Context: an optimization exercise on an open-source flow, tuned for small area. The choices shown serve that exercise and are no tape-out recipe. Function was checked by simulation only, so behaviour that the tests miss may differ from the original. Power and IR drop assume default switching activity.

--- design/flow/run.sh ---
#!/bin/bash
# synth_recipe.tcl (not shown) runs the flow's synth.tcl, then flattens the netlist and writes it again
# the make line also repeats each setting of config.mk as NAME=value (left out here)
make -C /OpenROAD-flow-scripts/flow DESIGN_CONFIG=/design/flow/config.mk WORK_HOME=/design/flow/orfs CLKGATE_MAP_FILE= SYNTH_SCRIPT=/design/flow/synth_recipe.tcl finish
--- design/flow/config.mk ---
export PLATFORM = sky130hd
export DESIGN_NAME = concat_stream_buffer
export DESIGN_NICKNAME = concat_stream_buffer
export VERILOG_FILES = /design/flow/design.v
export SDC_FILE = /design/flow/constraint.sdc
export NUM_CORES = 4
export LEC_CHECK = 0
export CAP_MARGIN = 20
export CORE_MARGIN = 2
export CORE_UTILIZATION = 40
export SLEW_MARGIN = 20
--- design/flow/constraint.sdc ---
create_clock -name core_clock -period 5.5 [get_ports {clk}]
set_input_delay 1.1000 -clock core_clock [delete_from_list [all_inputs] [get_ports {clk}]]
set_output_delay 1.1000 -clock core_clock [all_outputs]
set_load 0.01 [all_outputs]
--- design/flow/design.v ---
module concat_stream_buffer #(
    parameter int DATA_WIDTH = 16,
    parameter int X_LEN      = 6,
    parameter int H_LEN      = 64,
    parameter int ADDR_WIDTH = 8
) (
    input  logic                         clk,
    input  logic                         rst,
    input  logic                         x_wr_en,
    input  logic [ADDR_WIDTH-1:0]        x_wr_addr,
    input  logic signed [DATA_WIDTH-1:0] x_wr_data,
    input  logic                         h_wr_en,
    input  logic [ADDR_WIDTH-1:0]        h_wr_addr,
    input  logic signed [DATA_WIDTH-1:0] h_wr_data,
    input  logic                         swap,
    input  logic                         rd_start,
    output logic signed [DATA_WIDTH-1:0] rd_data,
    output logic                         rd_valid,
    output logic                         rd_last,
    output logic                         rd_busy,
    output logic                         wr_bank
);
    localparam int DEPTH = X_LEN + H_LEN;
    localparam int IDX_W = (DEPTH > 1) ? $clog2(DEPTH) : 1;
    localparam logic [IDX_W-1:0]      LAST_IDX = IDX_W'(DEPTH - 1);
    localparam logic [IDX_W-1:0]      H_BASE   = IDX_W'(X_LEN);
    localparam logic [ADDR_WIDTH:0]   X_LIMIT  = (ADDR_WIDTH + 1)'(X_LEN);
    localparam logic [ADDR_WIDTH:0]   H_LIMIT  = (ADDR_WIDTH + 1)'(H_LEN);
    typedef enum logic {
        IDLE   = 1'b0,
        STREAM = 1'b1
    } state_t;
    state_t state, state_nxt;
    logic signed [DATA_WIDTH-1:0] mem [2][DEPTH];
    logic [IDX_W-1:0] rd_cnt, rd_cnt_nxt;
    logic [IDX_W-1:0] x_idx, h_idx;
    logic             x_wr_ok, h_wr_ok;
    logic             wr_bank_nxt;
    logic             swap_pend, swap_pend_nxt;
    logic             issue, issue_last;
    logic             rd_bank;
    assign x_wr_ok = x_wr_en && ({1'b0, x_wr_addr} < X_LIMIT);
    assign h_wr_ok = h_wr_en && ({1'b0, h_wr_addr} < H_LIMIT);
    assign x_idx   = IDX_W'(x_wr_addr);
    assign h_idx   = H_BASE + IDX_W'(h_wr_addr);
    assign rd_bank = ~wr_bank;
    always_ff @(posedge clk) begin
        if (x_wr_ok) begin
            mem[wr_bank][x_idx] <= x_wr_data;
        end
        if (h_wr_ok) begin
            mem[wr_bank][h_idx] <= h_wr_data;
        end
    end
    always_comb begin
        state_nxt     = state;
        rd_cnt_nxt    = rd_cnt;
        wr_bank_nxt   = wr_bank;
        swap_pend_nxt = swap_pend;
        issue         = 1'b0;
        issue_last    = 1'b0;
        case (state)
            IDLE: begin
                if (swap) begin
                    wr_bank_nxt = ~wr_bank;
                end
                if (rd_start) begin
                    state_nxt  = STREAM;
                    rd_cnt_nxt = '0;
                end
            end
            STREAM: begin
                issue = 1'b1;
                if (rd_cnt == LAST_IDX) begin
                    issue_last    = 1'b1;
                    rd_cnt_nxt    = '0;
                    swap_pend_nxt = 1'b0;
                    if (swap_pend || swap) begin
                        wr_bank_nxt = ~wr_bank;
                    end
                    state_nxt = rd_start ? STREAM : IDLE;
                end else begin
                    rd_cnt_nxt = rd_cnt + 1'b1;
                    if (swap) begin
                        swap_pend_nxt = 1'b1;
                    end
                end
            end
            default: begin
                state_nxt = IDLE;
            end
        endcase
    end
    always_ff @(posedge clk or posedge rst) begin
        if (rst) begin
            state     <= IDLE;
            rd_cnt    <= '0;
            wr_bank   <= 1'b0;
            swap_pend <= 1'b0;
            rd_data   <= '0;
            rd_valid  <= 1'b0;
            rd_last   <= 1'b0;
        end else begin
            state     <= state_nxt;
            rd_cnt    <= rd_cnt_nxt;
            wr_bank   <= wr_bank_nxt;
            swap_pend <= swap_pend_nxt;
            rd_valid  <= issue;
            rd_last   <= issue_last;
            if (issue) begin
                rd_data <= mem[rd_bank][rd_cnt];
            end
        end
    end
    assign rd_busy = (state == STREAM);
endmodule
==> results of run 1 <==
[cells in the mapped netlist (18+ instances only)]
| cell type | n | area, µm² |
|---|---|---|
| buf_6 | 52 | 585.6 |
| dfrtp_1 | 28 | 700.7 |
| inv_1 | 33 | 123.9 |
| mux4_2 | 284 | 6396 |
| clkbuf_1 | 660 | 2477 |
| mux2_4 | 72 | 1081 |
| a31oi_1 | 29 | 181.4 |
| nor3_2 | 50 | 500.5 |
| nor2_1 | 25 | 93.84 |
| nor3_4 | 56 | 910.9 |
| a22o_1 | 29 | 254.0 |
| mux2_2 | 1966 | 22140 |
| mux2_1 | 219 | 2466 |
| a22oi_1 | 273 | 2049 |
| o21bai_1 | 18 | 135.1 |
| or3_1 | 18 | 112.6 |
| and4_1 | 28 | 245.2 |
| o21ai_0 | 28 | 140.1 |
| buf_2 | 127 | 635.6 |
| edfxtp_1 | 2240 | 67260 |
| mux2i_1 | 654 | 6546 |
| nand2_1 | 102 | 382.9 |
| nand4_1 | 124 | 775.7 |
| buf_1 | 79 | 296.5 |
| a221oi_1 | 26 | 227.7 |
[state kept, by name, summed over array words and instances (netlist names)]
signal,cells
wr_bank,1
rd_last,1
swap_pend,1
rd_valid,1
state,1
rd_cnt,7
mem,2240
rd_data,16
[final timing paths]
check                                from           to
worst max-delay path              wr_bank   rd_data[6]
worst min-delay path            swap_pend    swap_pend
worst max register to register    wr_bank   rd_data[6]
worst min register to register  swap_pend    swap_pend
max in group asynchronous             rst    rd_cnt[0]
min in group asynchronous             rst  rd_data[10]
[logic make-up after synthesis]
| group | count (synthesis) | share of synthesized area (%) |
|---|---|---|
| multiplexers | 3195 | 32.64 |
| flip-flops | 2268 | 57.43 |
| buffers and inverters | 963 | 3.569 |
| AO/OA/AOI/OAI | 494 | 3.139 |
| AND/OR/NAND/NOR | 475 | 2.930 |
| XOR/XNOR | 16 | 0.1184 |
| adder cells (fa/ha/maj) | 15 | 0.1776 |
[stage by stage]
stage	std cells	hold slack (ps)	total power, µW	setup WS, ps
after CTS	11310	521.2	37900	728.0
after floorplan	7426	462.8	21290	987.9
after detailed placement	10880	507.9	22370	108.1
final	11320	519.5	37670	678.5
after global placement	10880	478.5	22300	143.2
after global routing	11320	533.1	38680	653.9
[power breakdown]
group	internal [µW]	switching (µW)	total (µW)
logic	1140	1840	2980
registers	19000	41.2	19100
clock network	8740	6900	15600
total	28900	8770	37700
[routing by layer]
metal	share of wire (%)	track usage (%)	up-vias
li1	-	-	29010
met1	42	31.97	36420
met2	47	36.44	2466
met3	7.0	3.137	499
met4	3.7	8.355	4
met5	0.0074	0	-
[critical path, cell delays in order, from the launching register on]
cell,delay (ps)
dfrtp_1,370
inv_1,210
ha_4,180
inv_1,50
fa_4,1070
nor2b_4,690
buf_12,320
a22oi_1,130
nand4_1,260
and4_1,630
a31oi_1,350
o32a_1,360
[final cells by class]
class	count	area [µm²]
multi-input cells	4195	46580
clock buffers	321	6447
repair buffers	464	5418
well taps	3919	4903
diodes	4	10.01
fillers	25570	161700
inverters	33	123.9
flip-flops and latches	2268	67970
clock inverters	114	885.9
[layout by cell type (no fill, tap or decap), drive strengths merged, types with 11 or more instances in the layout]
| master | n |
|---|---|
| a21oi | 11 |
| a221oi | 26 |
| a22o | 29 |
| a22oi | 273 |
| a31oi | 29 |
| a32oi | 14 |
| and4 | 28 |
| buf | 422 |
| bufinv | 12 |
| clkbuf | 322 |
| clkdlybuf4s50 | 41 |
| clkinv | 94 |
| dfrtp | 28 |
| edfxtp | 2240 |
| ha | 12 |
| inv | 38 |
| mux2 | 2257 |
| mux2i | 654 |
| mux4 | 284 |
| nand2 | 106 |
| nand3 | 15 |
| nand4 | 124 |
| nor2 | 26 |
| nor3 | 114 |
| o211ai | 14 |
| o21ai | 31 |
| o21bai | 18 |
| o32a | 15 |
| or3 | 18 |
==> reports/metrics.csv, run 1 <==
stage,metric,value,unit
timing,fin_crit,4821,ps
routing,dr.first_iter.drc_count,7292,
clock_network,hold_buffers,0,
placement,port-buffer-count,73,
grt,grt_usage,22.90,%
clock_network,clkSinkCount,2268,
power,leakagePower,0.04414,µW
clock_network,post_cts_buffers,0,
clock_network,worstSkewPairLatency,970,ps
timing,finalSetupViolCount,0,
finish,final_cell_area,132300,µm²
clock_network,clock_path_buffers,4,
placement,place_congestion,0.9059,
timing,timing.final.crit_share,87.66,%
clock_network,root_buffer,clkbuf_16,
finish,final_util,45.00,%
routing,drc,0,
placement,dp_hpwl,212200,µm
routing,viasPerCell,6.043,
job,max_cap_violations,0,
clock_network,cts_buffers,245,
timing,finClkSkew,78.29,ps
grt,antenna_found_initial,17,
worst_setup_path,path_max_fanout,36,
timing,rsz0062_at_grt,no,
die,fp.dieW,547.9,µm
yosys,netlist_area,118300,µm²
timing,hold_viol,0,
grt,grt-ovfl-total,0,
timing,slew_headroom,22.01,%
yosys,syn_inst,7426,
worst_setup_path,required,6310,ps
yosys,synth.distinct_cells,69,
yosys,async_flop_share,1.235,%
routing,wl,350200,µm
worst_setup_path,startpoint_type,flop,
min_path,hold_path.class,flop to flop,
worst_setup_path,crit_path_end_kind,flop,
die,die_area,300200,µm²
finish,drive_gt1_share,43.22,%
power,powerDensity,284.6,nW/µm²
routing,vias,68400,
routing,ant_nets,0,
timing,clock.fmax,207.4,MHz
die,die_h,547.9,µm
finish,fin_nets,7276,
yosys,synth-edff-count,2240,
timing,fin_tns_setup,0,ps
outcome,status,timing/DRC/antenna clean,
timing,worstMarginPinSlew,1169,ps
die,initial_core_util,40.25,%
grt,grt_pass1_vias,67990,
timing,slew_viol_final,0,
clock_network,cts_tree,done,
worst_setup_path,reg2reg_slack,680,ps
clock_network,h-tree-depth,4,
clock_network,cts-resized-gates,0,
min_path,hold_depth,2,
yosys,yosys_warnings,1,
grt,grt_start_max_net_pins,110,
finish,areaGrowthSynthToFinish,11.82,%
yosys,avgSynthCellArea,15.94,µm²
worst_setup_path,r2r_cells,11,
grt,grt_pass1_wl,502600,µm
die,coreArea,294100,µm²
routing,firstDrtPassIters,5,
routing,post_drt_wl_per_cell,30.95,µm
clock_network,path_clk_slew,60,ps
die,fp-row-count,199,
yosys,ys.flop_type,edfxtp_1,
worst_setup_path,crit_arrival,5630,ps
die,ios,74,
placement,dpl_cell_area,125000,µm²
power,ir_drop,0.0002488,V
yosys,ys_seq_area_share,57.43,%
worst_setup_path,path_class,flop to flop,
yosys,ys_seq_elements,2268,
==> inputs of run 2 (changes only) <==
==> design/flow/design.v (replaced) <==
module concat_stream_buffer #(
    parameter int DATA_WIDTH = 16,
    parameter int X_LEN      = 6,
    parameter int H_LEN      = 64,
    parameter int ADDR_WIDTH = 8
) (
    input  logic                         clk,
    input  logic                         rst,
    input  logic                         x_wr_en,
    input  logic [ADDR_WIDTH-1:0]        x_wr_addr,
    input  logic signed [DATA_WIDTH-1:0] x_wr_data,
    input  logic                         h_wr_en,
    input  logic [ADDR_WIDTH-1:0]        h_wr_addr,
    input  logic signed [DATA_WIDTH-1:0] h_wr_data,
    input  logic                         swap,
    input  logic                         rd_start,
    output logic signed [DATA_WIDTH-1:0] rd_data,
    output logic                         rd_valid,
    output logic                         rd_last,
    output logic                         rd_busy,
    output logic                         wr_bank
);
    localparam int DEPTH = X_LEN + H_LEN;
    localparam int IDX_W = $clog2(DEPTH);
    logic [DATA_WIDTH-1:0] mem0 [DEPTH];
    logic [DATA_WIDTH-1:0] mem1 [DEPTH];
    logic             x_ok, h_ok;
    logic [IDX_W-1:0] rd_cnt;
    logic             swap_pend;
    logic             last;
    assign x_ok = x_wr_en && (x_wr_addr < X_LEN);
    assign h_ok = h_wr_en && (h_wr_addr < H_LEN);
    for (genvar i = 0; i < DEPTH; i++) begin : g_word
        logic hit;
        logic [DATA_WIDTH-1:0] wd;
        if (i < X_LEN) begin : g_x
            assign hit = x_ok && (x_wr_addr[2:0] == i);
            assign wd  = x_wr_data;
        end else begin : g_h
            assign hit = h_ok && (h_wr_addr[5:0] == i - X_LEN);
            assign wd  = h_wr_data;
        end
        always_ff @(posedge clk) begin
            if (hit && !wr_bank) mem0[i] <= wd;
            if (hit &&  wr_bank) mem1[i] <= wd;
        end
    end
    localparam int NSRC = 2 * DEPTH;
    localparam int NGRP = (NSRC + 2) / 3;
    logic [3*NGRP-1:0] sel;
    logic [3*NGRP-1:0] src [DATA_WIDTH];
    logic [NGRP-1:0]   grp_n [DATA_WIDTH];
    logic [DATA_WIDTH-1:0] rd_word;
    always_comb begin
        sel = '0;
        for (int i = 0; i < DEPTH; i++) begin
            sel[2*i]     = (rd_cnt == i) &&  wr_bank;
            sel[2*i + 1] = (rd_cnt == i) && !wr_bank;
        end
    end
    for (genvar b = 0; b < DATA_WIDTH; b++) begin : g_bit
        always_comb begin
            src[b] = '0;
            for (int i = 0; i < DEPTH; i++) begin
                src[b][2*i]     = mem0[i][b];
                src[b][2*i + 1] = mem1[i][b];
            end
        end
        for (genvar g = 0; g < NGRP; g++) begin : g_grp
            csb_aoi3 u_aoi (.a(src[b][3*g +: 3]), .s(sel[3*g +: 3]), .y_n(grp_n[b][g]));
        end
        assign rd_word[b] = ~&grp_n[b];
    end
    assign last = (rd_cnt == IDX_W'(DEPTH - 1));
    always_ff @(posedge clk or posedge rst) begin
        if (rst) begin
            rd_busy   <= 1'b0;
            rd_cnt    <= '0;
            wr_bank   <= 1'b0;
            swap_pend <= 1'b0;
            rd_data   <= '0;
            rd_valid  <= 1'b0;
            rd_last   <= 1'b0;
        end else begin
            rd_valid <= rd_busy;
            rd_last  <= rd_busy && last;
            if (rd_busy) rd_data <= rd_word;
            if (!rd_busy) begin
                if (swap) wr_bank <= ~wr_bank;
                rd_busy <= rd_start;
                rd_cnt  <= '0;
            end else if (last) begin
                if (swap_pend || swap) wr_bank <= ~wr_bank;
                swap_pend <= 1'b0;
                rd_busy   <= rd_start;
                rd_cnt    <= '0;
            end else begin
                if (swap) swap_pend <= 1'b1;
                rd_cnt <= rd_cnt + 1'b1;
            end
        end
    end
endmodule
module csb_aoi3 (
    input  logic [2:0] a,
    input  logic [2:0] s,
    output logic       y_n
);
    assign y_n = ~|(a & s);
endmodule
--- a/design/flow/config.mk
+++ b/design/flow/config.mk
@@ -11 +11,3 @@
 export SLEW_MARGIN = 20
+export SYNTH_HIERARCHICAL = 1
+export SYNTH_MINIMUM_KEEP_SIZE = 0
==> run 2 against run 1 <==
Against the previous run: worst setup slack improved by 390 ps; largest cell class unchanged; wire length decreased by 33%; fmax up 8.9%; largest power group unchanged; sequential power about the same; via count decreased by 35%; register-to-register slack improved by 390 ps; highest routed layer unchanged; design area shrank 30%; global-route usage barely moved.
==> reports/metrics.csv, run 2 <==
stage,metric,value,unit
outcome,status,timing/DRC/antenna clean,
routing,ant_nets,0,
finish,drive_gt1_share,15.10,%
die,die_area,201000,µm²
timing,rsz0062_at_grt,no,
routing,viasPerCell,6.248,
min_path,hold_path.class,flop to flop,
clock_network,hold_buffers,0,
yosys,synth_top_cell_by_area,edfxtp_1,
grt,antenna_found_initial,10,
worst_setup_path,path_max_fanout,10,
grt,grt_pass1_wl,325500,µm
clock_network,cts-resized-gates,0,
clock_network,cts_tree,done,
timing,slew_viol_final,0,
routing,firstDrtPassIters,13,
yosys,synth_top_area_share,85.19,%
clock_network,h-tree-depth,4,
timing,slew_headroom,17.65,%
timing,timing.final.crit_share,80.53,%
yosys,synth-adder-area-share,0.06339,%
routing,drc,0,
worst_setup_path,startpoint_type,flop,
clock_network,clock_path_buffers,3,
timing,finalSetupViolCount,0,
yosys,syn_inst,3713,
yosys,ys_seq_area_share,86.08,%
routing,vias,44690,
finish,mostFrequentLayoutCells,"edfxtp_1, a222oi_1, buf_4",
yosys,synth-simple-area-share,3.943,%
die,coreArea,196800,µm²
timing,finalHoldWorstSlack,527.9,ps
clock_network,post_cts_buffers,0,
timing,fin_crit,4429,ps
yosys,avgSynthCellArea,21.26,µm²
power,leakagePower,0.02860,µW
finish,areaGrowthSynthToFinish,16.97,%
die,fp.dieW,448.3,µm
clock_network,clkSinkCount,2268,
clock_network,cts_buffers,214,
routing,dr.first_iter.drc_count,9287,
grt,grt_pass1_vias,43060,
finish,num-fill-cells,16270,
die,fp-row-count,163,
timing,clock.fmax,225.8,MHz
die,ios,74,
yosys,synthXorXnorAreaFrac,0.06656,%
power,powerDensity,365.6,nW/µm²
die,initial_core_util,40.12,%
routing,post_drt_wl_per_cell,32.58,µm
grt,grt-ovfl-total,0,
job,max_cap_violations,0,
worst_setup_path,crit_path_end_kind,flop,
yosys,yosys_warnings,14,
yosys,netlist_area,78960,µm²
timing,hold_viol,0,
yosys,ys_seq_elements,2268,
finish,layout_commonest_cell,edfxtp_1,
clock_network,root_buffer,clkbuf_16,
placement,dp_hpwl,145000,µm
yosys,ys.flop_type,edfxtp_1,
yosys,synthMuxAreaShare,0,%
clock_network,worstSkewPairLatency,880,ps
finish,fin_nets,4383,
yosys,synthTopCellsByArea,"edfxtp_1, a222oi_1, nand4_1",
placement,place_congestion,0.9034,
timing,fin_tns_setup,0,ps
yosys,async_flop_share,1.235,%
timing,finClkSkew,61.49,ps
yosys,synth_most_common_cell,edfxtp_1,
power,ir_drop,0.0004106,V
die,die_h,448.3,µm
grt,grt_start_max_net_pins,93,
clock_network,path_clk_slew,60,ps
finish,top_regs,"mem0: 1120 flops, mem1: 1120 flops, rd_data: 16 flops",
yosys,synth.distinct_cells,31,
yosys,synth_top_family_by_area,compound AO/OA/AOI/OAI gates,
yosys,synth-edff-count,2240,
worst_setup_path,crit_arrival,5120,ps
yosys,ys_top_cells_by_count,"edfxtp_1, a222oi_1, nor2_1",
grt,grt_usage,22.85,%
timing,worstMarginPinSlew,1224,ps
routing,wl,233000,µm
placement,port-buffer-count,73,
worst_setup_path,required,6190,ps
worst_setup_path,path_class,flop to flop,
yosys,synth_compound_area_share,9.679,%
run 2: area by class of cell:
class / count / area [µm²] / area share (%)
diodes: 8 / 20.02 / 0.02168
flip-flops and latches: 2268 / 67970 / 73.59
multi-input cells: 1445 / 11150 / 12.07
repair buffers: 391 / 3127 / 3.386
clock inverters: 135 / 1210 / 1.310
inverters: 5 / 18.77 / 0.02032
well taps: 2640 / 3303 / 3.577
clock buffers: 260 / 5559 / 6.019
run 2: worst paths after layout:
path / start / endpoint / cells past startpoint / slack, ps
min reg2reg: swap_pend / swap_pend / 2 / 530
min in group asynchronous: rst / rd_last / 3 / 670
min: swap_pend / swap_pend / 2 / 530
max reg2reg: rd_cnt[0] / rd_data[12] / 8 / 1070
max in group asynchronous: rst / rd_data[12] / 3 / 4370
max: rd_cnt[0] / rd_data[12] / 8 / 1070
run 2: per-module statistics from Yosys, one instance, submodules excluded:
module / flops+latches / cells / area [µm²] / copies in the design
concat_stream_buffer: 2268 / 2961 / 71430 / 1
csb_aoi3: 0 / 1 / 10.01 / 752
run 2: layer usage:
metal / part of all wire [%] / GRT usage [%]
met1: 38 / 30.69
met2: 48 / 36.45
met3: 9.9 / 4.283
met4: 4.8 / 10.04
met5: 0.011 / 0
run 2: cells by family (layout without fill, tap and decap cells):
| logic type | Yosys count | count (layout) |
|---|---|---|
| flip-flops | 2268 | 2268 |
| AO/OA/AOI/OAI | 771 | 771 |
| AND/OR/NAND/NOR | 632 | 632 |
| buffers and inverters | 31 | 791 |
| XOR/XNOR | 6 | 6 |
| adder cells (fa/ha/maj) | 4 | 4 |
| other | 1 | 40 |
run 2: critical path, stage by stage, from the launching register on:
cell      delay, ps
dfrtp_1         440
ha_1            320
nand2_1         720
nor2_1          370
buf_4           300
a222oi_1        510
nand4_1         520
nor4_1          870
a31oi_1         170
run 2: stage by stage:
step                total power [µW]  instances  util (%)  setup slack [ps]  cell area, µm²
floorplan                      19440       3744         -              1940           79070
global placement               19940       6746     43.42             859.3           85460
detailed placement             19950       6748     43.46              1150           85530
CTS                            33950       7143     46.90              1122           92300
global route                   34640       7148     46.92             987.1           92340
finish                         33760       7152     46.93              1071           92350
run 2: power breakdown:
part / leakage, µW / total (µW) / internal, µW / switching [µW]
Combinational: 0.00485 / 555 / 91.0 / 464
Sequential: 0.0204 / 19000 / 19000 / 25.7
Clock: 0.00331 / 14200 / 7840 / 6350
Total: 0.0286 / 33800 / 26900 / 6840
==> inputs of run 3 (changes only) <==
--- a/design/flow/config.mk
+++ b/design/flow/config.mk
@@ -10,2 +10,5 @@
 export CORE_UTILIZATION = 40
+export CTS_CLUSTER_DIAMETER = 150
+export CTS_CLUSTER_SIZE = 30
+export GPL_TIMING_DRIVEN = 0
 export SLEW_MARGIN = 20
==> run 3 against run 2 <==
Against the previous run: combinational power grew 3%; cell count shrank 5.7%; global-route usage decreased by 1.4 points; critical endpoint is now rd_data[4].
==> reports/metrics.csv, run 3 <==
stage,metric,value,unit
yosys,synth-adder-area-share,0.06339,%
finish,fin_nets,4102,
worst_setup_path,reg2reg_slack,140,ps
clock_network,post_cts_buffers,0,
worst_setup_path,rr_startpoint,wr_bank,
yosys,synth.distinct_cells,31,
yosys,synth_top_area_share,85.19,%
die,fp-row-count,163,
yosys,ys_top_cells_by_count,"edfxtp_1, a222oi_1, nor2_1",
worst_setup_path,crit_buf_inv,3,
yosys,ys.flop_type,edfxtp_1,
worst_setup_path,critPathSlowestCell,nor4_1,
clock_network,cts_tree,done,
timing,rsz0062_at_grt,no,
clock_network,worstSkewPairLatency,790,ps
yosys,synth-edff-count,2240,
yosys,synth_compound_area_share,9.679,%
clock_network,h-tree-depth,3,
finish,areaGrowthSynthToFinish,11.95,%
yosys,yosys_warnings,14,
power,intPower,22060,µW
power,ir_drop,0.0002485,V
power,p_total,27530,µW
finish,layout_commonest_cell,edfxtp_1,
power,leakagePower,0.02582,µW
routing,firstDrtPassIters,13,
finish,mostFrequentLayoutCells,"edfxtp_1, a222oi_1, nor2_2",
grt,grt-ovfl-total,0,
die,initial_core_util,40.12,%
yosys,synth-simple-area-share,3.943,%
yosys,synth_most_common_cell,edfxtp_1,
yosys,synthMuxAreaShare,0,%
yosys,synthTopCellsByArea,"edfxtp_1, a222oi_1, nand4_1",
min_path,hold_path.class,flop to flop,
yosys,ys_seq_elements,2268,
power,power_frac_comb,2.1,%
clock_network,path_clk_slew,110,ps
power,switching_share,19.89,%
finish,regArea,67970,µm²
timing,slew_viol_final,0,
finish,multi_input_area,11820,µm²
routing,ant_nets,0,
placement,port-buffer-count,73,
worst_setup_path,endpoint,rd_data[4],
clock_network,cts_buffers,85,
yosys,synthXorXnorAreaFrac,0.06656,%
finish,drive_gt1_share,13.80,%
clock_network,clkSinkCount,2268,
die,die_area,201000,µm²
timing,hold_viol,0,
timing,slew_headroom,18.02,%
placement,dp_hpwl,143300,µm
grt,grt_pass1_wl,306500,µm
worst_setup_path,cp_num_cells,10,
grt,grt_start_max_net_pins,87,
power,switching_power,5476,µW
worst_setup_path,critPathMaxStageDelay,950,ps
grt,grt_pass1_vias,40710,
power,clkPwrFrac,28.9,%
finish,final_util,44.91,%
timing,finalSetupViolCount,0,
worst_setup_path,startpoint_type,flop,
die,coreArea,196800,µm²
outcome,status,timing/DRC/antenna clean,
timing,fin_ws,143.3,ps
worst_setup_path,path_class,flop to flop,
yosys,synth_top_cell_by_area,edfxtp_1,
placement,place_congestion,0.8827,
die,ios,74,
yosys,ys_seq_area_share,86.08,%
routing,dr.first_iter.drc_count,8899,
routing,post_drt_wl_per_cell,32.80,µm
finish,top_regs,"mem0: 1120 flops, mem1: 1120 flops, rd_data: 16 flops",
yosys,avgSynthCellArea,21.26,µm²
yosys,synth_top_family_by_area,compound AO/OA/AOI/OAI gates,
clock_network,clock_path_buffers,3,
job,max_cap_violations,0,
clock_network,root_buffer,clkbuf_16,
placement,post-place-ws,27.31,ps
yosys,syn_inst,3713,
routing,wl,221100,µm
worst_setup_path,crit_path_end_kind,flop,
finish,num-fill-cells,16510,
grt,antenna_found_initial,6,
worst_setup_path,r2r_cells,10,
timing,fin_crit,5357,ps
timing,timing.final.crit_share,97.39,%
yosys,async_flop_share,1.235,%
worst_setup_path,cp_cell_sequence,buf_4 -> inv_1 -> nor2_1 -> nand2_1 -> clkbuf_2 -> nor2_2 -> a222oi_1 -> nand4_1 -> nor4_1 -> a31oi_1,
routing,viasPerCell,6.380,
worst_setup_path,path_max_fanout,16,
timing,clock.fmax,186.7,MHz
grt,grt_usage,21.49,%
yosys,netlist_area,78960,µm²
power,powerDensity,311.5,nW/µm²
worst_setup_path,reg2reg_to,rd_data[4],
worst_setup_path,cp-startpoint,wr_bank,
worst_setup_path,crit_family,simple AND/OR/NAND/NOR gates,
timing,worstMarginPinSlew,1227,ps
routing,vias,43010,
timing,finClkSkew,48.63,ps
worst_setup_path,required,6100,ps
worst_setup_path,crit_arrival,5960,ps
routing,drc,0,
die,die_h,448.3,µm
clock_network,hold_buffers,0,
power,power_frac_seq,69.0,%
die,fp.dieW,448.3,µm
## run 3: cell count changes in the layout (fill, tap and decap cells not counted), sizes merged, moves of 4 or more
cell	change
buf	-168
inv	-4
clkinv	-109
clkbuf	-113
bufinv	-13
## run 3: repair_timing
item | in CTS | in global routing
setup endpoints to repair | 0 | 8
hold endpoints to repair | 0 | 0
resized for setup | 0 | 5
## run 3: cell families after synthesis
logic type,Yosys count
flip-flops,2268
AO/OA/AOI/OAI,771
AND/OR/NAND/NOR,632
buffers and inverters,31
XOR/XNOR,6
adder cells (fa/ha/maj),4
other,1
## run 3: Yosys stat by module (local to each module, per instance)
module | cells inside | cell area [µm²] | flip-flops and latches
csb_aoi3 | 1 | 10.01 | 0
concat_stream_buffer | 2961 | 71430 | 2268
## run 3: power by group through the flow
stage / clock (µW) / combinational, µW / sequential, µW
floorplan: 0 / 60.1 / 19400
global placement: 0 / 494 / 19500
detailed placement: 0 / 571 / 19400
CTS: 8070 / 571 / 19000
global route: 8630 / 595 / 19000
finish: 7970 / 574 / 19000
## run 3: area by class of cell
cell class | instances | area share [%]
Tap cell | 2640 | 3.737
Clock buffer | 131 | 2.602
Multi-Input combinational cell | 1445 | 13.37
Sequential cell | 2268 | 76.89
Clock inverter | 7 | 0.1401
Timing Repair Buffer | 213 | 3.093
Buffer | 26 | 0.1316
Inverter | 5 | 0.02123
Antenna cell | 6 | 0.01699
## run 3: worst min-delay path by stage
stage / from / endpoint / cells after the start
2_1_floorplan: rd_busy / rd_valid / 0
3_5_place_dp: rd_busy / rd_valid / 0
4_1_cts: rd_busy / rd_valid / 0
3_3_place_gp: rd_busy / rd_valid / 0
6_report: rd_busy / rd_valid / 0
5_1_grt: rd_busy / rd_valid / 0
## run 3: per-layer routing
metal | global-route usage (%) | part of all wire [%] | wire length (µm)
met2 | 34.21 | 48 | 105500
met5 | 0 | 0.0032 | 7
met1 | 30.48 | 40 | 87370
met3 | 2.737 | 9.0 | 19900
met4 | 7.814 | 3.8 | 8319
## run 3: metrics by stage
stage	area (µm²)	TNS (ps)	hold WS, ps	cells
after floorplan	79070	0	449.9	3744
after global placement	83110	-2099980	442.1	6457
after detailed placement	85860	0	443.1	6597
after CTS	88290	0	468.1	6735
after global routing	88390	0	477.5	6738
final	88390	0	461.3	6741
==> inputs of run 4 (changes only) <==
--- a/design/flow/config.mk
+++ b/design/flow/config.mk
@@ -10,4 +10,4 @@
 export CORE_UTILIZATION = 40
-export CTS_CLUSTER_DIAMETER = 150
-export CTS_CLUSTER_SIZE = 30
+export CTS_CLUSTER_DIAMETER = 120
+export CTS_CLUSTER_SIZE = 25
 export GPL_TIMING_DRIVEN = 0
==> run 4 against run 3 <==
Against the previous run: clock skew down 5.0 ps; total power grew 2.4%; synthesized cell count unchanged; critical path depth unchanged; worst setup slack improved by 240 ps; register-to-register slack improved by 240 ps; critical path type unchanged; critical endpoint is now rd_data[13].
==> reports/metrics.csv, run 4 <==
stage,metric,value,unit
worst_setup_path,r2r_cells,10,
routing,wl,221000,µm
die,fp-row-count,163,
die,ios,74,
worst_setup_path,reg2reg_to,rd_data[13],
timing,clock.fmax,195.6,MHz
yosys,avgSynthCellArea,21.26,µm²
worst_setup_path,reg2reg_slack,390,ps
worst_setup_path,endpoint,rd_data[13],
yosys,ys_seq_area_share,86.08,%
worst_setup_path,cp_num_cells,10,
yosys,synth.distinct_cells,31,
worst_setup_path,critPathSlowestCell,nor4_1,
grt,antenna_found_initial,7,
routing,vias,43040,
worst_setup_path,critPathMaxStageDelay,890,ps
placement,dpl_cell_area,85860,µm²
placement,place_congestion,0.8827,
job,max_cap_violations,0,
timing,hold_viol,0,
worst_setup_path,crit_buf_inv,3,
yosys,netlist_area,78960,µm²
min_path,hold_path.class,flop to flop,
worst_setup_path,crit_arrival,5750,ps
clock_network,cts_buffers,101,
power,leakagePower,0.02605,µW
yosys,synthTopCellsByArea,"edfxtp_1, a222oi_1, nand4_1",
routing,ant_nets,0,
die,fp.dieW,448.3,µm
grt,grt_start_max_net_pins,87,
finish,layout_commonest_cell,edfxtp_1,
grt,grt_usage,21.49,%
worst_setup_path,path_class,flop to flop,
finish,areaGrowthSynthToFinish,12.53,%
timing,finalSetupViolCount,0,
yosys,synth_most_common_cell,edfxtp_1,
finish,fin_cells,6767,
placement,dp_hpwl,143300,µm
routing,drc,0,
die,die_area,201000,µm²
routing,post_drt_wl_per_cell,32.66,µm
worst_setup_path,cp_cell_sequence,buf_4 -> inv_1 -> nor2_1 -> nand2_1 -> clkbuf_2 -> nor2_2 -> a222oi_1 -> nand4_1 -> nor4_1 -> a31oi_1,
finish,mostFrequentLayoutCells,"edfxtp_1, a222oi_1, nor2_2",
grt,grt_pass1_wl,307200,µm
yosys,ys.flop_type,edfxtp_1,
clock_network,h-tree-depth,3,
worst_setup_path,required,6130,ps
routing,dr.first_iter.drc_count,8613,
timing,rsz0062_at_grt,no,
power,ir_drop,0.0002574,V
timing,slew_headroom,19.60,%
yosys,ys_seq_elements,2268,
die,coreArea,196800,µm²
timing,worstMarginPinSlew,1203,ps
routing,viasPerCell,6.360,
timing,slew_viol_final,0,
finish,fin_nets,4118,
yosys,synth_top_area_share,85.19,%
clock_network,worstSkewPairLatency,780,ps
outcome,status,timing/DRC/antenna clean,
placement,place_inst,6597,
placement,port-buffer-count,73,
grt,grt_pass1_vias,40970,
timing,finClkSkew,43.59,ps
finish,drive_gt1_share,14.17,%
worst_setup_path,startpoint_type,flop,
finish,final_util,45.15,%
yosys,ys_top_cells_by_count,"edfxtp_1, a222oi_1, nor2_1",
yosys,synth-edff-count,2240,
timing,timing.final.crit_share,92.97,%
worst_setup_path,crit_path_end_kind,flop,
grt,grt-ovfl-total,0,
yosys,synth_top_cell_by_area,edfxtp_1,
yosys,syn_inst,3713,
worst_setup_path,rr_startpoint,wr_bank,
die,initial_core_util,40.12,%
clock_network,path_clk_slew,100,ps
worst_setup_path,cp-startpoint,wr_bank,
yosys,yosys_warnings,14,
yosys,async_flop_share,1.235,%
worst_setup_path,crit_family,simple AND/OR/NAND/NOR gates,
timing,fin_crit,5113,ps
clock_network,post_cts_buffers,0,
clock_network,root_buffer,clkbuf_16,
power,powerDensity,317.4,nW/µm²
clock_network,clkSinkCount,2268,
clock_network,cts_tree,done,
routing,firstDrtPassIters,14,
worst_setup_path,path_max_fanout,16,
finish,final_cell_area,88850,µm²
die,die_h,448.3,µm
finish,top_regs,"mem0: 1120 flops, mem1: 1120 flops, rd_data: 16 flops",
clock_network,clock_path_buffers,3,
-- run 4: layer usage --
metal | GRT usage (%) | routed length (µm) | up-vias
li1 | - | - | 17770
met1 | 30.25 | 86270 | 22480
met2 | 33.95 | 104800 | 2487
met3 | 3.117 | 20880 | 295
met4 | 8.332 | 9066 | 2
met5 | 0 | 7 | -
-- run 4: per-stage QoR --
step	total power, µW	worst slack [ps]	hold WS (ps)	setup TNS (ps)
after global placement	19990	-1247	442.1	-2099980
after CTS	28310	7.261	465.7	0
after floorplan	19440	1940	449.9	0
after global routing	28900	346.4	475.0	0
final	28200	386.7	455.6	0
after detailed placement	19960	27.31	443.1	0
-- run 4: final cells by class --
cell class                 instances  area, µm²
clock buffer                     155       2751
multi-input combinational       1445      11830
tap                             2640       3303
inverter                           5      18.77
clock inverter                     8      121.4
timing repair buffer             213       2734
antenna                            7      17.52
sequential                      2268      67970
buffer                            26      116.4
fill                           16460     108000
-- run 4: worst min-delay path by stage --
stage | from | to | slack (ps) | cells past startpoint
global route | rd_busy | rd_valid | 470 | 0
CTS | rd_busy | rd_valid | 470 | 0
global placement | rd_busy | rd_valid | 440 | 0
finish | rd_busy | rd_valid | 460 | 0
detailed placement | rd_busy | rd_valid | 440 | 0
floorplan | rd_busy | rd_valid | 450 | 0
-- run 4: report_power, final --
| part | internal [µW] | total [µW] | switching [µW] |
|---|---|---|---|
| sequential | 19000 | 19000 | 18.1 |
| clock | 3540 | 8640 | 5100 |
| combinational | 110 | 572 | 462 |
| total | 22600 | 28200 | 5580 |
-- run 4: logic make-up (layout without fill, tap and decap cells) --
kind of cell | Yosys count | after routing | share of synthesized area, %
compound gates | 771 | 771 | 9.679
xor+xnor | 6 | 6 | 0.06656
fa+ha+maj | 4 | 4 | 0.06339
buf+inv | 31 | 407 | 0.1632
flops | 2268 | 2268 | 86.08
other cells | 1 | 39 | 0.004749
simple gates | 632 | 632 | 3.943
-- run 4: per-module statistics from Yosys (local to each module, per instance) --
module                times used  flops+latches  cells  cell area (µm²)
concat_stream_buffer           1           2268   2961            71430
csb_aoi3                     752              0      1            10.01
-- run 4: repair_timing --
item / 4_1_cts / 5_1_grt
endpoints found under the setup margin: 0 / 8
resized for setup: 0 / 6
hold buffers: 0 / 0
hold endpoints to repair: 0 / 0
==> inputs of run 5 (changes only) <==
--- a/design/flow/design.v
+++ b/design/flow/design.v
@@ -53,19 +53,23 @@
     logic [DATA_WIDTH-1:0] rd_word;
-    always_comb begin
-        sel = '0;
-        for (int i = 0; i < DEPTH; i++) begin
-            sel[2*i]     = (rd_cnt == i) &&  wr_bank;
-            sel[2*i + 1] = (rd_cnt == i) && !wr_bank;
-        end
+    for (genvar i = 0; i < DEPTH; i++) begin : g_sel
+        assign sel[2*i]     = (rd_cnt == i) &&  wr_bank;
+        assign sel[2*i + 1] = (rd_cnt == i) && !wr_bank;
+    end
+    if (3*NGRP > NSRC) begin : g_sel_pad
+        assign sel[3*NGRP-1:NSRC] = '0;
     end
     for (genvar b = 0; b < DATA_WIDTH; b++) begin : g_bit
-        always_comb begin
-            src[b] = '0;
-            for (int i = 0; i < DEPTH; i++) begin
-                src[b][2*i]     = mem0[i][b];
-                src[b][2*i + 1] = mem1[i][b];
-            end
+        for (genvar i = 0; i < DEPTH; i++) begin : g_src
+            assign src[b][2*i]     = mem0[i][b];
+            assign src[b][2*i + 1] = mem1[i][b];
+        end
+        if (3*NGRP > NSRC) begin : g_src_pad
+            assign src[b][3*NGRP-1:NSRC] = '0;
         end
         for (genvar g = 0; g < NGRP; g++) begin : g_grp
-            csb_aoi3 u_aoi (.a(src[b][3*g +: 3]), .s(sel[3*g +: 3]), .y_n(grp_n[b][g]));
+            if (3*g + 3 <= NSRC) begin : g_3
+                csb_aoi3 u_aoi (.a(src[b][3*g +: 3]), .s(sel[3*g +: 3]), .y_n(grp_n[b][g]));
+            end else begin : g_2
+                csb_aoi2 u_aoi (.a(src[b][3*g +: 2]), .s(sel[3*g +: 2]), .y_n(grp_n[b][g]));
+            end
         end
@@ -110 +114,8 @@
 endmodule
+module csb_aoi2 (
+    input  logic [1:0] a,
+    input  logic [1:0] s,
+    output logic       y_n
+);
+    assign y_n = ~|(a & s);
+endmodule
--- a/design/flow/config.mk
+++ b/design/flow/config.mk
@@ -9,5 +9,5 @@
 export CORE_MARGIN = 2
-export CORE_UTILIZATION = 40
-export CTS_CLUSTER_DIAMETER = 120
-export CTS_CLUSTER_SIZE = 25
+export CORE_UTILIZATION = 65
+export CTS_CLUSTER_DIAMETER = 150
+export CTS_CLUSTER_SIZE = 30
 export GPL_TIMING_DRIVEN = 0
==> run 5 against run 4 <==
Against the previous run: the layout now fails its checks (setup timing); count of clock-buffer cells in the layout shrank 42; cell count decreased by 18%; sequential share of layout area up 2.7 points; largest power group unchanged; die area down 38%; utilization is 26 points higher; non-clock buffer count down 73; global-route usage up 12 points; register-to-register slack got worse by 560 ps; wire length decreased by 3.6%; largest cell class unchanged.
==> reports/metrics.csv, run 5 <==
stage,metric,value,unit
yosys,netlist_area,78970,µm²
finish,layout_commonest_cell,edfxtp_1,
die,coreArea,120300,µm²
yosys,synth_most_common_cell,edfxtp_1,
finish,num-fill-cells,7167,
worst_setup_path,endpoint,rd_data[0],
timing,finClkSkew,22.16,ps
clock_network,post_cts_buffers,0,
worst_setup_path,crit_buf_inv,2,
worst_setup_path,reg2reg_slack,-170,ps
placement,place_congestion,0.9169,
clock_network,path_clk_slew,110,ps
yosys,ys_top_cells_by_count,"edfxtp_1, a222oi_1, nor2_1",
power,powerDensity,316.9,nW/µm²
job,max_cap_violations,0,
die,fp-row-count,127,
clock_network,cts_buffers,85,
yosys,synth.distinct_cells,31,
finish,mostFrequentLayoutCells,"edfxtp_1, a222oi_1, nor2_2",
grt,grt_start_max_net_pins,85,
clock_network,hold_buffers,0,
clock_network,cts_tree,done,
worst_setup_path,required,6050,ps
yosys,avgSynthCellArea,21.28,µm²
finish,top_regs,"mem0: 1120 flops, mem1: 1120 flops, rd_data: 16 flops",
timing,hold_viol,0,
outcome,so_faults,setup timing,
grt,grt_usage,33.85,%
worst_setup_path,path_class,flop to flop,
routing,drc,0,
timing,slew_headroom,13.08,%
power,leakagePower,0.02522,µW
placement,port-buffer-count,73,
routing,post_drt_wl_per_cell,38.18,µm
yosys,synthTopCellsByArea,"edfxtp_1, a222oi_1, nand4_1",
min_path,hold_path.class,flop to flop,
finish,drive_gt1_share,11.85,%
die,ios,74,
routing,wl,213000,µm
worst_setup_path,rr_startpoint,wr_bank,
worst_setup_path,critPathSlowestCell,nor4_1,
timing,finalSetupViolCount,1,
worst_setup_path,crit_family,simple AND/OR/NAND/NOR gates,
routing,viasPerCell,7.660,
worst_setup_path,r2r_cells,9,
worst_setup_path,crit_path_end_kind,flop,
worst_setup_path,cp_num_cells,9,
timing,slew_viol_final,0,
yosys,synth-edff-count,2240,
clock_network,worstSkewPairLatency,720,ps
finish,fin_nets,3996,
worst_setup_path,startpoint_type,flop,
routing,firstDrtPassIters,15,
worst_setup_path,critPathMaxStageDelay,1180,ps
timing,rsz0062_at_grt,no,
timing,fin_crit,5669,ps
routing,dr.first_iter.drc_count,10480,
grt,antenna_found_initial,9,
die,initial_core_util,65.65,%
clock_network,clock_path_buffers,3,
timing,timing.final.crit_share,103.1,%
clock_network,cts-resized-gates,1,
yosys,ys_seq_area_share,86.07,%
power,p_total,27190,µW
outcome,status,failed layout checks,
routing,ant_nets,0,
grt,grt_pass1_wl,295300,µm
worst_setup_path,cp_cell_sequence,buf_2 -> nor2_1 -> nand2_1 -> clkbuf_1 -> nor2_2 -> a222oi_1 -> nand4_1 -> nor4_1 -> a31oi_1,
timing,fin_ws,-168.6,ps
timing,clock.fmax,176.4,MHz
yosys,async_flop_share,1.235,%
routing,vias,42740,
clock_network,h-tree-depth,3,
grt,grt-ovfl-total,0,
worst_setup_path,path_max_fanout,16,
die,fp.dieW,352.6,µm
timing,worstMarginPinSlew,1292,ps
yosys,synth_top_cell_by_area,edfxtp_1,
die,die_h,352.6,µm
worst_setup_path,crit_arrival,6210,ps
die,die_area,124300,µm²
worst_setup_path,cp-startpoint,wr_bank,
yosys,ys_seq_elements,2268,
clock_network,clkSinkCount,2268,
placement,dp_hpwl,138400,µm
yosys,syn_inst,3711,
yosys,ys.flop_type,edfxtp_1,
worst_setup_path,reg2reg_to,rd_data[0],
yosys,synth_top_area_share,85.18,%
grt,grt_pass1_vias,40790,
finish,areaGrowthSynthToFinish,8.645,%
yosys,yosys_warnings,14,
power,ir_drop,0.0002650,V
clock_network,root_buffer,clkbuf_16,
placement,post-place-ws,-37.81,ps
## run 5: kinds of logic (layout without fill, tap and decap cells)
group           after synthesis  after routing  share of synthesized area, %
other cells                   0              2                             0
fa+ha+maj                     4              4                       0.06338
flops                      2268           2268                         86.07
xor+xnor                      6              6                       0.06655
buf+inv                      31            285                        0.1553
simple gates                631            631                         3.915
compound gates              771            771                         9.733
## run 5: final cells by class
| cell class | instances | area, µm² | share of cell area [%] |
|---|---|---|---|
| inverter | 5 | 18.77 | 0.02188 |
| antenna | 2 | 5.005 | 0.005833 |
| sequential | 2268 | 67970 | 79.22 |
| clock buffer | 113 | 2317 | 2.701 |
| multi-input combinational | 1412 | 11640 | 13.57 |
| clock inverter | 1 | 16.27 | 0.01896 |
| tap | 1612 | 2017 | 2.351 |
| buffer | 26 | 110.1 | 0.1283 |
| timing repair buffer | 140 | 1700 | 1.982 |
## run 5: worst min-delay path by stage
stage | start | endpoint | slack, ps | cells past startpoint
after global routing | rd_busy | rd_valid | 480 | 0
after floorplan | rd_busy | rd_valid | 450 | 0
after CTS | rd_busy | rd_valid | 460 | 0
final | rd_busy | rd_valid | 460 | 0
after detailed placement | rd_busy | rd_valid | 430 | 0
after global placement | rd_busy | rd_valid | 410 | 0
## run 5: through the flow
step                hold WS (ps)  TNS [ps]  cell area, µm²  std cells  util (%)
floorplan                  449.9         0           78970       3711         -
global placement           414.5  -1405070           81720       5396     67.93
detailed placement         429.9    -70.25           83110       5453     69.09
CTS                        458.3         0           85450       5567     71.03
global route               484.0         0           85790       5577     71.32
finish                     457.8    -168.6           85790       5579     71.32
## run 5: routing by layer
layer / vias up / track usage (%) / wire length (µm)
met5: - / 0 / 70
met2: 3111 / 52.51 / 99920
met3: 341 / 7.182 / 27440
met4: 10 / 13.22 / 8871
met1: 21810 / 48.14 / 76690
li1: 17460 / - / -
## run 5: where the power goes
group | internal, µW | leakage, µW | total, µW | switching [µW]
Combinational | 91.3 | 0.00363 | 511 | 420
Clock | 2990 | 0.00113 | 7700 | 4710
Sequential | 19000 | 0.0205 | 19000 | 12.3
Total | 22000 | 0.0252 | 27200 | 5140
## run 5: per-module statistics from Yosys (local to each module, per instance)
module                flip-flops and latches  times used  cells
csb_aoi2                                   0          16      1
concat_stream_buffer                    2268           1   2959
csb_aoi3                                   0         736      1
==> inputs of run 6 (changes only) <==
--- a/design/flow/config.mk
+++ b/design/flow/config.mk
@@ -13,2 +13,3 @@
 export GPL_TIMING_DRIVEN = 0
+export SETUP_SLACK_MARGIN = 0.5
 export SLEW_MARGIN = 20
@@ -16 +17,2 @@
 export SYNTH_MINIMUM_KEEP_SIZE = 0
+export TNS_END_PERCENT = 100
==> run 6 against run 5 <==
Against the previous run: now clean on timing, DRC and antenna; total power about the same; clock skew up 2.0 ps; die area unchanged; non-clock buffer count down 1; sequential share of layout area down 0.059 points; cell count unchanged; flip-flop and latch count unchanged; via count up 0.58%; worst setup slack better by 450 ps; critical path type unchanged; highest routed layer unchanged.
==> reports/metrics.csv, run 6 <==
stage,metric,value,unit
outcome,status,timing/DRC/antenna clean,
routing,dr.first_iter.drc_count,10590,
finish,regArea,67970,µm²
die,coreArea,120300,µm²
clock_network,root_buffer,clkbuf_16,
routing,ant_nets,0,
yosys,synth_top_family_by_area,compound AO/OA/AOI/OAI gates,
worst_setup_path,reg2reg_slack,280,ps
clock_network,cts_tree,done,
worst_setup_path,required,6060,ps
clock_network,worstSkewPairLatency,720,ps
yosys,synth_most_common_cell,edfxtp_1,
timing,finalHoldWorstSlack,459.5,ps
worst_setup_path,rr_startpoint,wr_bank,
routing,viasPerCell,7.705,
worst_setup_path,path_class,flop to flop,
worst_setup_path,startpoint_type,flop,
yosys,synth-adder-area-share,0.06338,%
min_path,hold_path.class,flop to flop,
grt,grt_start_max_net_pins,85,
grt,grt_pass1_vias,40800,
timing,slew_viol_final,0,
finish,drive_gt1_share,12.01,%
worst_setup_path,r2r_cells,9,
yosys,synth_top_area_share,85.18,%
yosys,synthMuxAreaShare,0,%
clock_network,cts_buffers,85,
routing,drc,0,
finish,num-fill-cells,7156,
worst_setup_path,reg2reg_to,rd_data[10],
yosys,synth-simple-area-share,3.915,%
clock_network,clock_path_buffers,3,
routing,vias,42980,
finish,fin_cells,5579,
finish,fin_nets,3995,
finish,mostFrequentLayoutCells,"edfxtp_1, a222oi_1, nor2_2",
yosys,avgSynthCellArea,21.28,µm²
clock_network,clkSinkCount,2268,
finish,multi_input_area,11710,µm²
yosys,ys_seq_area_share,86.07,%
timing,worstMarginPinSlew,1308,ps
finish,top_regs,"mem0: 1120 flops, mem1: 1120 flops, rd_data: 16 flops",
die,fp-row-count,127,
placement,port-buffer-count,73,
timing,finalSetupViolCount,0,
yosys,ys_seq_elements,2268,
placement,place_inst,5453,
routing,post_drt_wl_per_cell,38.15,µm
grt,grt-ovfl-total,0,
clock_network,post_cts_buffers,0,
power,powerDensity,316.8,nW/µm²
yosys,yosys_warnings,14,
clock_network,hold_buffers,0,
timing,clock.fmax,191.5,MHz
die,initial_core_util,65.65,%
clock_network,cts-resized-gates,5,
routing,wl,212800,µm
timing,slew_headroom,12.49,%
grt,grt_pass1_wl,295300,µm
yosys,ys_top_cells_by_count,"edfxtp_1, a222oi_1, nor2_1",
yosys,netlist_area,78970,µm²
clock_network,path_clk_slew,110,ps
clock_network,h-tree-depth,3,
routing,firstDrtPassIters,17,
yosys,synth.distinct_cells,31,
yosys,synthXorXnorAreaFrac,0.06655,%
yosys,synthTopCellsByArea,"edfxtp_1, a222oi_1, nand4_1",
grt,antenna_found_initial,9,
yosys,synth-edff-count,2240,
power,ir_drop,0.0002644,V
yosys,ys.flop_type,edfxtp_1,
finish,areaGrowthSynthToFinish,8.725,%
yosys,syn_inst,3711,
grt,grt_usage,33.85,%
worst_setup_path,crit_path_end_kind,flop,
worst_setup_path,path_max_fanout,16,
timing,fin_ws,278.3,ps
die,ios,74,
die,fp.dieW,352.6,µm
yosys,async_flop_share,1.235,%
timing,rsz0062_at_grt,yes,
die,die_area,124300,µm²
power,p_total,27200,µW
placement,dp_hpwl,138400,µm
die,die_h,352.6,µm
placement,post-place-ws,-37.81,ps
finish,layout_commonest_cell,edfxtp_1,
worst_setup_path,cp-startpoint,wr_bank,
timing,fin_crit,5222,ps
worst_setup_path,crit_arrival,5780,ps
finish,final_util,71.38,%
power,leakagePower,0.02525,µW
yosys,synth_top_cell_by_area,edfxtp_1,
placement,place_congestion,0.9169,
timing,timing.final.crit_share,94.94,%
timing,finClkSkew,24.21,ps
worst_setup_path,endpoint,rd_data[10],
timing,hold_viol,0,
yosys,synth_compound_area_share,9.733,%
job,max_cap_violations,0,
run 6: changes by cell type in the layout (fill, tap and decap cells not counted), sizes merged:
| cell | delta |
|---|---|
| buf | -1 |
| diode | +1 |
run 6: cell type report:
type | count | share of cell area [%]
antenna | 3 | 0.008744
buffer | 26 | 0.1312
clock buffer | 113 | 2.699
clock inverter | 1 | 0.01894
inverter | 5 | 0.02186
multi-input combinational | 1412 | 13.64
sequential | 2268 | 79.16
tap | 1612 | 2.349
timing repair buffer | 139 | 1.972
run 6: kinds of logic (layout without fill, tap and decap cells):
kind of cell             Yosys count  count (layout)
flip-flops                      2268            2268
AO/OA/AOI/OAI                    771             771
AND/OR/NAND/NOR                  631             631
buffers and inverters             31             284
XOR/XNOR                           6               6
adder cells (fa/ha/maj)            4               4
other                              0               3
run 6: modules after synthesis (local to each module, per instance):
| module | cell area, µm² | flops+latches |
|---|---|---|
| csb_aoi3 | 10.01 | 0 |
| csb_aoi2 | 12.51 | 0 |
| concat_stream_buffer | 71400 | 2268 |
run 6: worst min path at each step:
stage / slack [ps] / cells after the start / start / endpoint
after CTS: 460 / 0 / rd_busy / rd_valid
after global placement: 410 / 0 / rd_busy / rd_valid
after global routing: 480 / 0 / rd_busy / rd_valid
after detailed placement: 430 / 0 / rd_busy / rd_valid
after floorplan: 450 / 0 / rd_busy / rd_valid
final: 460 / 0 / rd_busy / rd_valid
run 6: routing by layer:
metal  part of all wire, %  GRT usage [%]
met1                    36          48.20
met4                   4.3          13.13
met3                    13          7.120
met2                    47          52.54
met5                 0.032              0
run 6: stage by stage:
stage / cell area (µm²) / setup TNS (ps)
after floorplan: 78970 / 0
after global placement: 81720 / -1405070
after detailed placement: 83110 / -70.25
after CTS: 85470 / 0
after global routing: 85850 / 0
final: 85860 / 0
run 6: worst max-delay path, cell delays in order, from the launching register on:
cell      delay (ps)
dfrtp_1          550
inv_1            640
nor2_1           190
nand2_1          500
clkbuf_2         610
nor2_1           430
a222oi_1         870
nand4_1          290
nor4_1           810
a31oi_1          150
run 6: power by group:
| part | internal, µW | leakage [µW] | switching (µW) | total (µW) |
|---|---|---|---|---|
| registers | 19000 | 0.0205 | 12.3 | 19000 |
| clock network | 2990 | 0.00113 | 4720 | 7710 |
| logic | 91.5 | 0.00366 | 420 | 512 |
==> inputs of run 7 (changes only) <==
--- a/design/flow/config.mk
+++ b/design/flow/config.mk
@@ -9,3 +9,3 @@
 export CORE_MARGIN = 2
-export CORE_UTILIZATION = 65
+export CORE_UTILIZATION = 75
 export CTS_CLUSTER_DIAMETER = 150
==> run 7 against run 6 <==
Against the previous run: still clean on timing, DRC and antenna; clock skew grew 12 ps; worst hold slack improved by 0.79 ps; count of clock-buffer cells in the layout unchanged; sequential power is essentially flat; non-clock buffer count is 13 lower; synthesized cell count unchanged; worst setup slack better by 2.5 ps; wire length is 1.3% lower; first-iteration DRC count increased by 10%; critical path type unchanged; largest cell class unchanged.
==> reports/metrics.csv, run 7 <==
stage,metric,value,unit
timing,rsz0062_at_grt,yes,
outcome,status,timing/DRC/antenna clean,
grt,use_met3,11.04,%
finish,num-fill-cells,4941,
yosys,ys_seq_elements,2268,
routing,firstDrtPassIters,17,
die,coreArea,104800,µm²
placement,dpl_cell_area,82630,µm²
worst_setup_path,crit_path_end_kind,flop,
timing,fin_tns_setup,0,ps
worst_setup_path,path_class,flop to flop,
timing,timing.final.crit_share,94.89,%
worst_setup_path,crit_top_cell,nor2_1,
power,intPower,22050,µW
clock_network,root_buffer,clkbuf_16,
finish,areaGrowthSynthToFinish,8.122,%
clock_network,h-tree-depth,3,
timing,finalSetupViolCount,0,
timing,fin_crit,5219,ps
grt,busiest_layer,met2,
routing,post_drt_wl_per_cell,39.29,µm
placement,dp_hpwl,132400,µm
die,die_area,107900,µm²
die,fp-row-count,119,
grt,met2_usage,59.61,%
worst_setup_path,startpoint_type,flop,
job,max_cap_violations,0,
yosys,synthMuxAreaShare,0,%
timing,finClkSkew,36.06,ps
yosys,avgSynthCellArea,21.28,µm²
min_path,hold_path_end,rd_valid,
finish,layout_commonest_cell,edfxtp_1,
grt,grt_start_max_net_pins,102,
routing,viasPerCell,8.200,
clock_network,path_clk_slew,110,ps
power,switching_share,18.94,%
routing,vias,43840,
finish,fin_nets,3982,
finish,drive_gt1_share,11.24,%
routing,drc,0,
placement,place_congestion,0.9256,
clock_network,cts_tree,done,
yosys,synth_top_family_by_area,compound AO/OA/AOI/OAI gates,
grt,grt_pass1_vias,41630,
yosys,ys.flop_type,edfxtp_1,
die,ios,74,
yosys,synth_top_area_share,85.18,%
yosys,synth.distinct_cells,31,
yosys,netlist_area,78970,µm²
clock_network,clock_path_buffers,3,
yosys,ys_top_cells_by_count,"edfxtp_1, a222oi_1, nor2_1",
worst_setup_path,critPathSlowestCell,nor4_4,
worst_setup_path,path_max_fanout,12,
power,clkPwrFrac,28.3,%
timing,worstMarginPinSlew,1312,ps
die,die_h,328.5,µm
power,leakagePower,0.02518,µW
grt,grt-ovfl-total,0,
yosys,synth-adder-area-share,0.06338,%
timing,slew_viol_final,0,
routing,ant_nets,0,
power,power_frac_seq,69.8,%
placement,port-buffer-count,73,
power,power_frac_comb,1.9,%
finish,top_regs,"mem0: 1120 flops, mem1: 1120 flops, rd_data: 16 flops",
placement,place_inst,5218,
min_path,hold_path.class,flop to flop,
worst_setup_path,reg2reg_to,rd_data[12],
yosys,async_flop_share,1.235,%
finish,mostFrequentLayoutCells,"edfxtp_1, a222oi_1, nor2_2",
yosys,ys_seq_area_share,86.07,%
finish,fin_cells,5346,
yosys,synthTopCellsByArea,"edfxtp_1, a222oi_1, nand4_1",
timing,slew_headroom,12.30,%
worst_setup_path,crit_arrival,5800,ps
yosys,yosys_warnings,14,
clock_network,worstSkewPairLatency,730,ps
power,ir_drop,0.0003365,V
yosys,synthXorXnorAreaFrac,0.06655,%
grt,grt_pass1_wl,293200,µm
die,fp.dieW,328.5,µm
worst_setup_path,reg2reg_slack,280,ps
min_path,min_from,rd_busy,
yosys,synth-simple-area-share,3.915,%
yosys,synth_top_cell_by_area,edfxtp_1,
worst_setup_path,r2r_cells,10,
worst_setup_path,required,6080,ps
finish,final_cell_area,85380,µm²
yosys,synth_compound_area_share,9.733,%
min_path,hold_depth,0,
worst_setup_path,critPathMaxStageDelay,720,ps
die,initial_core_util,75.34,%
clock_network,hold_buffers,0,
power,switching_power,5151,µW
worst_setup_path,rr_startpoint,wr_bank,
routing,wl,210100,µm
routing,dr.first_iter.drc_count,11690,
worst_setup_path,cp_cell_sequence,inv_1 -> nor2_1 -> nand2_1 -> clkbuf_2 -> nor2_1 -> buf_4 -> a222oi_1 -> nand4_1 -> nor4_4 -> a31oi_1,
yosys,synth-edff-count,2240,
grt,antenna_found_initial,9,
timing,hold_viol,0,
yosys,synth_most_common_cell,edfxtp_1,
grt,use_met1,54.41,%
yosys,syn_inst,3711,
grt,grt_usage,39.07,%
clock_network,clkSinkCount,2268,
timing,clock.fmax,191.6,MHz
clock_network,cts_buffers,85,
power,powerDensity,318.6,nW/µm²
==> run 7: changes by cell type in the layout (fill, tap and decap cells not counted), sizes merged <==
cell   previous run  this run
diode             3         4
buf              86        73
==> run 7: cells by family after synthesis <==
logic type | count (synthesis)
flops | 2268
compound gates | 771
fa+ha+maj | 4
buf+inv | 31
xor+xnor | 6
simple gates | 631
==> run 7: power groups by stage <==
stage	clock network, µW	logic, µW	registers, µW
after floorplan	0	42.4	19400
after global placement	0	411	19500
after detailed placement	0	494	19400
after CTS	7660	496	19000
after global routing	8200	526	19000
final	7700	513	19000
==> run 7: how the worst max path moves through the flow <==
| stage | cells past startpoint | startpoint | slack (ps) | endpoint |
|---|---|---|---|---|
| 2_1_floorplan | 3 | x_wr_addr[7] | 1890 | mem0[4][0] |
| 3_5_place_dp | 9 | wr_bank | 40 | rd_data[2] |
| 3_3_place_gp | 1 | h_wr_data[3] | -770 | mem1[58][3] |
| 6_report | 10 | wr_bank | 280 | rd_data[12] |
| 4_1_cts | 9 | wr_bank | 400 | rd_data[1] |
| 5_1_grt | 10 | wr_bank | 440 | rd_data[1] |
==> run 7: layout make-up <==
class / instances / area (µm²) / area share [%]
antenna: 4 / 10.01 / 0.01172
buffer: 26 / 113.9 / 0.1334
clock buffer: 113 / 2317 / 2.714
clock inverter: 1 / 16.27 / 0.01905
inverter: 5 / 18.77 / 0.02198
multi-input combinational: 1412 / 11700 / 13.71
sequential: 2268 / 67970 / 79.60
tap: 1391 / 1740 / 2.038
timing repair buffer: 126 / 1496 / 1.753
==> run 7: critical path, delay by kind of cell (launching register included) <==
family / cells / cell delay, ps
AO/OA/AOI/OAI: 2 / 690
buffers and inverters: 3 / 1620
flip-flops: 1 / 560
AND/OR/NAND/NOR: 5 / 2150
==> run 7: through the flow <==
stage / utilization (%) / hold WS, ps / worst slack [ps] / total power (µW)
floorplan: - / 449.9 / 1887 / 19420
global placement: 77.69 / 419.7 / -774.6 / 19880
detailed placement: 78.83 / 437.5 / 40.47 / 19870
CTS: 81.10 / 468.6 / 400.5 / 27140
global route: 81.45 / 485.7 / 443.4 / 27710
finish: 81.46 / 460.3 / 280.8 / 27200
==> run 7: what timing repair did <==
action                                  4_1_cts  5_1_grt
buffers inserted                              0        0
endpoints found under the setup margin       16       15
gates resized for setup                       7       19
==> run 7: per-module statistics from Yosys (local to each module, per instance) <==
module | copies in the design | cells | flip-flops and latches | cell area [µm²]
csb_aoi3 | 736 | 1 | 0 | 10.01
csb_aoi2 | 16 | 1 | 0 | 12.51
concat_stream_buffer | 1 | 2959 | 2268 | 71400
==> run 7: metal layers <==
metal / vias to the layer above / share of wire (%) / wire length, µm
li1: 17440 / - / -
met1: 21890 / 32 / 68120
met2: 3981 / 47 / 97840
met3: 516 / 16 / 33210
met4: 12 / 5.1 / 10800
met5: - / 0.044 / 92

==> static timing again, ports no longer ideal <==
How much do the figures lean on ideal ports? The routed layouts below were timed once more, with nothing changed but the port constraints.
Step 1 assumes that a clkbuf_16 drives the clock port and a buf_2 every other input.
Step 2 moves the port delays by t, midway between the first and last clock arrival at a register: inputs arrive t later, outputs are due t later. That takes back most of the time a late clock gives input paths.
Three values: ideal ports, drivers, drivers and shift; two values: the first two.
| run | t, ns | setup slack, ns | cell pins on the clock port's net |
|---|---|---|---|
| run 1 | 1.017 | 0.679 / 0.679 / -0.008 | 1 |
| run 2 | 0.928 | 1.071 / 1.071 / 1.071 | 1 |
| run 3 | 0.854 | 0.143 / 0.143 / 0.143 | 1 |
| run 4 | 0.850 | 0.387 / 0.387 / 0.387 | 1 |
| run 5 | 0.795 | -0.169 / -0.169 / -0.169 | 1 |
| run 6 | 0.794 | 0.278 / 0.278 / 0.278 | 1 |
| run 7 | 0.784 | 0.281 / 0.281 / 0.281 | 1 |
With both steps, setup timing fails in run 1, where it was met with ideal ports. For run 1, which loses most, drivers alone change the setup slack by 0.000 ns; drivers and shift together by -0.687 ns.
